What follows belongs to an exercise in optimizing a design on an open flow for small area; a production flow would make more cautious choices.
Function was checked by simulation only, so behaviour that the tests miss may differ from the original.
Power is estimated from default activity; no workload was simulated.

==> flow/design.v (excerpt) <==
module cov_stall_monitor (
  input  logic         clock,
  input  logic         reset,
  input  logic         en,
  input  logic [119:0] cov,
  input  logic [3:0]   ch_mask,
  input  logic         done,
  input  logic         irq_ack,
  output logic         irq,
  output logic [4:0]   irq_cause,
  output logic [31:0]  stall_cnt_max
);
Size in the first run: roughly 290 flip-flops.
Settings: LEC_CHECK=0, CAP_MARGIN=20, CORE_MARGIN=2, CORE_UTILIZATION=40, CTS_BUF_LIST=sky130_fd_sc_hd__clkbuf_4, CTS_CLUSTER_DIAMETER=35, CTS_CLUSTER_SIZE=10, SLEW_MARGIN=20; clock period 8.5 ns.
run.sh (not shown) runs the stock make flow with config.mk's settings and CLKGATE_MAP_FILE= SYNTH_SCRIPT=/design/flow/synth_recipe.tcl, a recipe that flattens the netlist after the stock synthesis.
The starting point passed the timing, design-rule and antenna checks.
Next try:
- CTS_BUF_LIST: sky130_fd_sc_hd__clkbuf_4 -> sky130_fd_sc_hd__clkbuf_8
- CTS_CLUSTER_DIAMETER: 35 -> 50
- CTS_CLUSTER_SIZE: 10 -> 18
Clock power fell by about a fifth.
Global-route usage goes down by 0.21 points.
Clock skew came out lower by 0.0059 ns.
Next try:
==> flow/flow/run.sh (new file) <==
#!/bin/bash
# Standard layout (the standard.sh) with these changes:
#  - synthesis maps the logic with an area-oriented ABC script (flow/area.abc) in place of
#    ORFS's speed script; everything else in the synthesis (registers included) is unchanged;
#  - the port buffers are the smallest buffer cell;
#  - clock tree: small clock buffers in small clusters, no dummy loads.
# ORFS writes each step's full log under orfs/logs/; make's own output goes to standard_own.log.
set -euo pipefail
W=$PWD
cp config.mk config_own.mk
cat >> config_own.mk <<'EOC'
export BUFFER_PORTS_ARGS = -buffer_cell sky130_fd_sc_hd__buf_1
export CTS_ARGS = -sink_clustering_enable -repair_clock_nets -dont_use_dummy_load -buf_list sky130_fd_sc_hd__clkbuf_4 -sink_clustering_size 10 -sink_clustering_max_diameter 35
EOC
{
  echo 'proc abc {args} {'
  echo '  set i [lsearch $args -script]'
  echo "  if {\$i >= 0} { set args [lreplace \$args \$i [expr {\$i + 1}] -script $W/flow/area.abc] }"
  echo '  yosys abc {*}$args'
  echo '}'
  cat synth_recipe.tcl
} > synth_own.tcl
sed -e "s#DESIGN_CONFIG=[^ ]*#DESIGN_CONFIG=$W/config_own.mk#" \
    -e "s#SYNTH_SCRIPT=[^ ]*#SYNTH_SCRIPT=$W/synth_own.tcl#" standard.sh > standard_own.sh
grep -q "config_own.mk" standard_own.sh
grep -q "synth_own.tcl" standard_own.sh
bash standard_own.sh > standard_own.log 2>&1
==> flow/flow/area.abc (new file) <==
strash
&get -n
&fraig -x
&put
scorr
dc2
strash
&get -n
&dch -f
&nf -a -R 1000
&put
==> flow/standard.sh (new file) <==
#!/bin/bash
# synth_recipe.tcl (not shown) runs the flow's synth.tcl, then flattens the netlist and writes it again
# the make line also repeats each setting of config.mk as NAME=value (left out here)
make -C /OpenROAD-flow-scripts/flow DESIGN_CONFIG=/design/flow/config.mk WORK_HOME=/design/flow/orfs CLKGATE_MAP_FILE= SYNTH_SCRIPT=/design/flow/synth_recipe.tcl "${@:-finish}"
- CTS_BUF_LIST: sky130_fd_sc_hd__clkbuf_8 -> unset
- CTS_CLUSTER_DIAMETER: 50 -> unset
- CTS_CLUSTER_SIZE: 18 -> unset
removed: flow/run.sh
What happened: Die area goes down by 4.6%; area after synthesis fell by 4.7%; sequential power hardly moves; final area shrinks by 9.5%; worst setup slack degrades by 0.55 ns; routed wire length decreases by 1.6%; utilization shrinks by 2.3 points; final cell count shrinks by 1.5%.
Next try:
--- a/flow/flow/run.sh
+++ b/flow/flow/run.sh
@@ -13 +13 @@
-export CTS_ARGS = -sink_clustering_enable -repair_clock_nets -dont_use_dummy_load -buf_list sky130_fd_sc_hd__clkbuf_4 -sink_clustering_size 10 -sink_clustering_max_diameter 35
+export CTS_ARGS = -sink_clustering_enable -repair_clock_nets -dont_use_dummy_load -buf_list sky130_fd_sc_hd__clkbuf_16 -sink_clustering_size 32 -sink_clustering_max_diameter 80
After rerunning: Worst setup slack loses 0.024 ns; fmax stays flat; clock skew is lower by 0.040 ns.


Setup of v6:
The RTL this note starts from:
==> flow/design.v <==
package cov_mon_pkg;
  localparam int Q_W = 23;                      
  localparam int R_W = 10;
  localparam logic [Q_W-1:0] Q_SAT = 23'd4294967;
  localparam logic [R_W-1:0] R_SAT = 10'd295;
  localparam logic [R_W-1:0] R_TOP = 10'd999;
  localparam logic [15:0] WDOG_LIMIT = 16'd50000;
endpackage
module cov_stall_channel (
  input  logic        clock,
  input  logic        reset,
  input  logic        en,
  input  logic        clr,
  input  logic        step_q,      
  input  logic        snz_q,       
  input  logic [29:0] cov_i,
  input  logic        mask_i,
  output logic        stall_i,
  output logic        zero_o,      
  output logic [22:0] q_o,         
  output logic [9:0]  r_o
);
  logic [29:0] snap_q;
  logic [22:0] pq_q, cq;
  logic [9:0]  pr_q, cr;
  logic        zero_q;
  logic        chg, sat, wrap, inc;
  logic [11:0] cmp;
  assign sat  = ((pq_q & cov_mon_pkg::Q_SAT) == cov_mon_pkg::Q_SAT) &&
                ((pr_q & cov_mon_pkg::R_SAT) == cov_mon_pkg::R_SAT);
  assign wrap = (pr_q & cov_mon_pkg::R_TOP) == cov_mon_pkg::R_TOP;
  assign inc  = step_q & ~sat;
  always_comb begin
    cq = pq_q;
    cr = pr_q;
    if (zero_q) begin
      cq = '0;
      cr = '0;
    end else if (inc) begin
      if (wrap) begin
        cr = '0;
        cq = pq_q + 1'b1;
      end else begin
        cr = pr_q + 1'b1;
      end
    end
  end
  assign chg = snz_q ? (|cov_i) : (cov_i != snap_q);
  always_ff @(posedge clock) begin
    if (clr | en) snap_q <= cov_i;
  end
  always_ff @(posedge clock) begin
    if (!reset) begin
      pq_q   <= '0;
      pr_q   <= '0;
      zero_q <= 1'b1;
    end else begin
      pq_q   <= cq;
      pr_q   <= cr;
      zero_q <= clr | (en & chg);
    end
  end
  assign cmp     = {1'b0, pq_q[10:0]} + {1'b0, ~cov_i[29:19]} + {11'd0, inc & wrap};
  assign stall_i = mask_i & ~zero_q & ((|pq_q[22:11]) | cmp[11]);
  assign zero_o  = zero_q;
  assign q_o     = pq_q;
  assign r_o     = pr_q;
endmodule
module cov_stall_monitor (
  input  logic         clock,
  input  logic         reset,
  input  logic         en,
  input  logic [119:0] cov,
  input  logic [3:0]   ch_mask,
  input  logic         done,
  input  logic         irq_ack,
  output logic         irq,
  output logic [4:0]   irq_cause,
  output logic [31:0]  stall_cnt_max
);
  logic        fired_q, drain_q;
  logic [4:0]  cause_q;
  logic [15:0] wdog_q;
  logic        step_q;
  logic        snz_q;    
  logic [5:0]  ge_q;
  logic [3:0]  stall, zero;
  logic [22:0] q [4];
  logic [9:0]  r [4];
  logic        ack_ok, clr, wd_hit, idle, hold_end;
  assign idle   = ~fired_q & ~drain_q;
  assign ack_ok = en & fired_q & irq_ack;
  assign clr    = done | ack_ok;
  assign wd_hit = (wdog_q & cov_mon_pkg::WDOG_LIMIT) == cov_mon_pkg::WDOG_LIMIT;
  assign hold_end = &wdog_q[3:0];
  for (genvar i = 0; i < 4; i++) begin : g_ch
    cov_stall_channel u_ch (
      .clock   (clock),
      .reset   (reset),
      .en      (en),
      .clr     (clr),
      .step_q  (step_q),
      .snz_q   (snz_q),
      .cov_i   (cov[i*30 +: 30]),
      .mask_i  (ch_mask[i]),
      .stall_i (stall[i]),
      .zero_o  (zero[i]),
      .q_o     (q[i]),
      .r_o     (r[i])
    );
  end
  logic [3:0] top;
  assign top[0] =  ge_q[0] &  ge_q[1] &  ge_q[2];
  assign top[1] = ~ge_q[0] &  ge_q[3] &  ge_q[4];
  assign top[2] = ~ge_q[1] & ~ge_q[3] &  ge_q[5];
  assign top[3] = ~ge_q[2] & ~ge_q[4] & ~ge_q[5];
  logic [22:0] q_m;
  logic [9:0]  r_m;
  always_comb begin
    q_m = '0;
    r_m = '0;
    for (int i = 0; i < 4; i++) begin
      q_m = q_m | ({23{top[i]}} & q[i]);
      r_m = r_m | ({10{top[i]}} & r[i]);
    end
  end
  logic [28:0] hi;
  assign hi = 29'({q_m, r_m[9:3]}) - 29'({q_m, 1'b0}) - 29'(q_m);
  logic [5:0] ge_d;
  assign ge_d[0] = zero[1] | (~zero[0] & ge_q[0]);
  assign ge_d[1] = zero[2] | (~zero[0] & ge_q[1]);
  assign ge_d[2] = zero[3] | (~zero[0] & ge_q[2]);
  assign ge_d[3] = zero[2] | (~zero[1] & ge_q[3]);
  assign ge_d[4] = zero[3] | (~zero[1] & ge_q[4]);
  assign ge_d[5] = zero[3] | (~zero[2] & ge_q[5]);
  always_ff @(posedge clock) begin
    if (!reset) begin
      fired_q <= 1'b0;
      drain_q <= 1'b0;
      cause_q <= '0;
      wdog_q  <= '0;
      step_q  <= 1'b0;
      snz_q   <= 1'b1;
      ge_q    <= '1;
    end else begin
      step_q <= en;
      if (clr | en) snz_q <= 1'b0;
      ge_q   <= ge_d;
      if (clr) wdog_q <= '0;
      else if (en) begin
        if (drain_q) wdog_q <= hold_end ? 16'd0 : wdog_q + 1'b1;
        else if (!wd_hit) wdog_q <= wdog_q + 1'b1;
      end
      if (done) begin
        fired_q <= 1'b0;
        drain_q <= 1'b0;
        cause_q <= '0;
      end else if (en) begin
        if (idle) begin
          if ((|stall) || wd_hit) begin
            fired_q <= 1'b1;
            cause_q <= {wd_hit, stall};
          end
        end else if (fired_q) begin
          if (irq_ack) begin
            fired_q <= 1'b0;
            drain_q <= 1'b1;
          end
        end else begin
          if (hold_end) drain_q <= 1'b0;
        end
      end
    end
  end
  assign irq           = fired_q;
  assign irq_cause     = cause_q;
  assign stall_cnt_max = {hi, r_m[2:0]};
endmodule
==> flow/config.mk <==
export PLATFORM = sky130hd
export DESIGN_NAME = cov_stall_monitor
export DESIGN_NICKNAME = cov_stall_monitor
export VERILOG_FILES = /design/flow/design.v
export SDC_FILE = /design/flow/constraint.sdc
export NUM_CORES = 4
export LEC_CHECK = 0
export CAP_MARGIN = 20
export CORE_MARGIN = 2
export CORE_UTILIZATION = 40
export SLEW_MARGIN = 20
==> flow/constraint.sdc <==
create_clock -name core_clock -period 8.5 [get_ports {clock}]
set_input_delay 1.7000 -clock core_clock [delete_from_list [all_inputs] [get_ports {clock}]]
set_output_delay 1.7000 -clock core_clock [all_outputs]
set_load 0.01 [all_outputs]
Stock flow here: none of the scripts above is used.
## Diff of input files: v21 against v6
- an added CTS_BUF_LIST of sky130_fd_sc_hd__clkbuf_2 sky130_fd_sc_hd__clkbuf_4 sky130_fd_sc_hd__clkbuf_8
==> comparison <==
- v21 reached the end of the flow, and the finished layout is clean on the timing, design-rule and antenna checks.
- Part of the total power dissipated in the clock network: v21 vs v6 down 0.6 points
- v21 vs v6, amount of wire on met2 after detailed routing went up by 0.62%.
- From v6 to v21, xor/xnor cell area share of the yosys netlist did not move at all.
- Final worst setup slack (v21 over v6): decrease, 0.059 ns
- Any difference in worst hold slack between v21 and v6 is small enough to ignore.
- v6 ended up with fewer cell instances than v21 did.
Inputs modified between v21 and v59:
- clearing CTS_BUF_LIST, which used to be sky130_fd_sc_hd__clkbuf_2 sky130_fd_sc_hd__clkbuf_4 sky130_fd_sc_hd__clkbuf_8
==> flow/flow/run.sh (new file) <==
#!/bin/bash
# Standard layout (the standard.sh) with these changes:
#  - synthesis maps the logic with an area-oriented ABC script (flow/area.abc) in place of
#    ORFS's speed script; everything else in the synthesis (registers included) is unchanged;
#  - the port buffers are the smallest buffer cell;
#  - clock tree: small clock buffers in small clusters, no dummy loads.
# ORFS writes each step's full log under orfs/logs/; make's own output goes to standard_own.log.
set -euo pipefail
W=$PWD
cp config.mk config_own.mk
cat >> config_own.mk <<'EOC'
export BUFFER_PORTS_ARGS = -buffer_cell sky130_fd_sc_hd__buf_1
export CTS_ARGS = -sink_clustering_enable -repair_clock_nets -dont_use_dummy_load -buf_list sky130_fd_sc_hd__clkbuf_8 -sink_clustering_size 20 -sink_clustering_max_diameter 60
EOC
{
  echo 'proc abc {args} {'
  echo '  set i [lsearch $args -script]'
  echo "  if {\$i >= 0} { set args [lreplace \$args \$i [expr {\$i + 1}] -script $W/flow/area.abc] }"
  echo '  yosys abc {*}$args'
  echo '}'
  cat synth_recipe.tcl
} > synth_own.tcl
sed -e "s#DESIGN_CONFIG=[^ ]*#DESIGN_CONFIG=$W/config_own.mk#" \
    -e "s#SYNTH_SCRIPT=[^ ]*#SYNTH_SCRIPT=$W/synth_own.tcl#" standard.sh > standard_own.sh
grep -q "config_own.mk" standard_own.sh
grep -q "synth_own.tcl" standard_own.sh
bash standard_own.sh > standard_own.log 2>&1
==> flow/flow/area.abc (new file) <==
strash
&get -n
&fraig -x
&put
scorr
dc2
strash
&get -n
&dch -f
&nf -a -R 1000
&put
==> flow/standard.sh (new file) <==
#!/bin/bash
# synth_recipe.tcl (not shown) runs the flow's synth.tcl, then flattens the netlist and writes it again
# the make line also repeats each setting of config.mk as NAME=value (left out here)
make -C /OpenROAD-flow-scripts/flow DESIGN_CONFIG=/design/flow/config.mk WORK_HOME=/design/flow/orfs CLKGATE_MAP_FILE= SYNTH_SCRIPT=/design/flow/synth_recipe.tcl "${@:-finish}"
removed: flow/run.sh
Results
Multiplexer fraction of the synthesized cell area delta for v59 relative to v21: 0.22 points higher. The final reports for v59 and v21 show layout overhead on the synthesized area lower in the former. v59 vs v21 — power after layout dropped by more than 10%. Higher met1 demand-to-capacity share in global routing goes to v59 over v21. v59: utilization is 3.3 points lower than what v21 reported. v21 → v59: worst-case setup margin in the final layout fell 0.47 ns; fraction of registers with async set/reset about even; final estimated routing congestion in global placement rose about 1.4%; synthesized cell count fell about 4%; peak supply drop rose about 40%.

==> re-timing with driven ports <==
The results above use ideal ports. As a check the final layouts listed here were re-extracted and re-timed, cells and wires unchanged. Step 1, drivers: a clkbuf_16 drives clock and a buf_2 each remaining input, both assumed. Step 2 adds t to the input delays and takes it off the output delays; t is the mean of the earliest and latest rising clock arrival at the registers after step 1. Input paths then give back, and output paths get back, about the clock's delay inside the block. Slacks: no drivers / after step 1 / after step 2; pairs: no drivers / after step 1.
run | t, ns | setup WS [ns] | worst slew at a driven data input, ns | pins driven straight from the clock port
the first run of note 1 | 0.821 | 0.848 / 0.801 / 1.621 | 0.06 | 1
the second run of note 1 | 0.615 | 1.074 / 1.026 / 1.641 | 0.07 | 1
the third run of note 1 | 0.800 | 0.523 / 0.475 / 1.275 | 0.06 | 1
the fourth run of note 1 | 0.561 | 0.499 / 0.448 / 1.010 | 0.06 | 1
v6 | 0.566 | 1.105 / 1.054 / 1.620 | 0.07 | 1
v21 | 0.621 | 1.046 / 0.999 / 1.621 | 0.06 | 1
v59 | 0.638 | 0.574 / 0.527 / 1.166 | 0.06 | 1
After both steps every run listed still meets setup and hold.
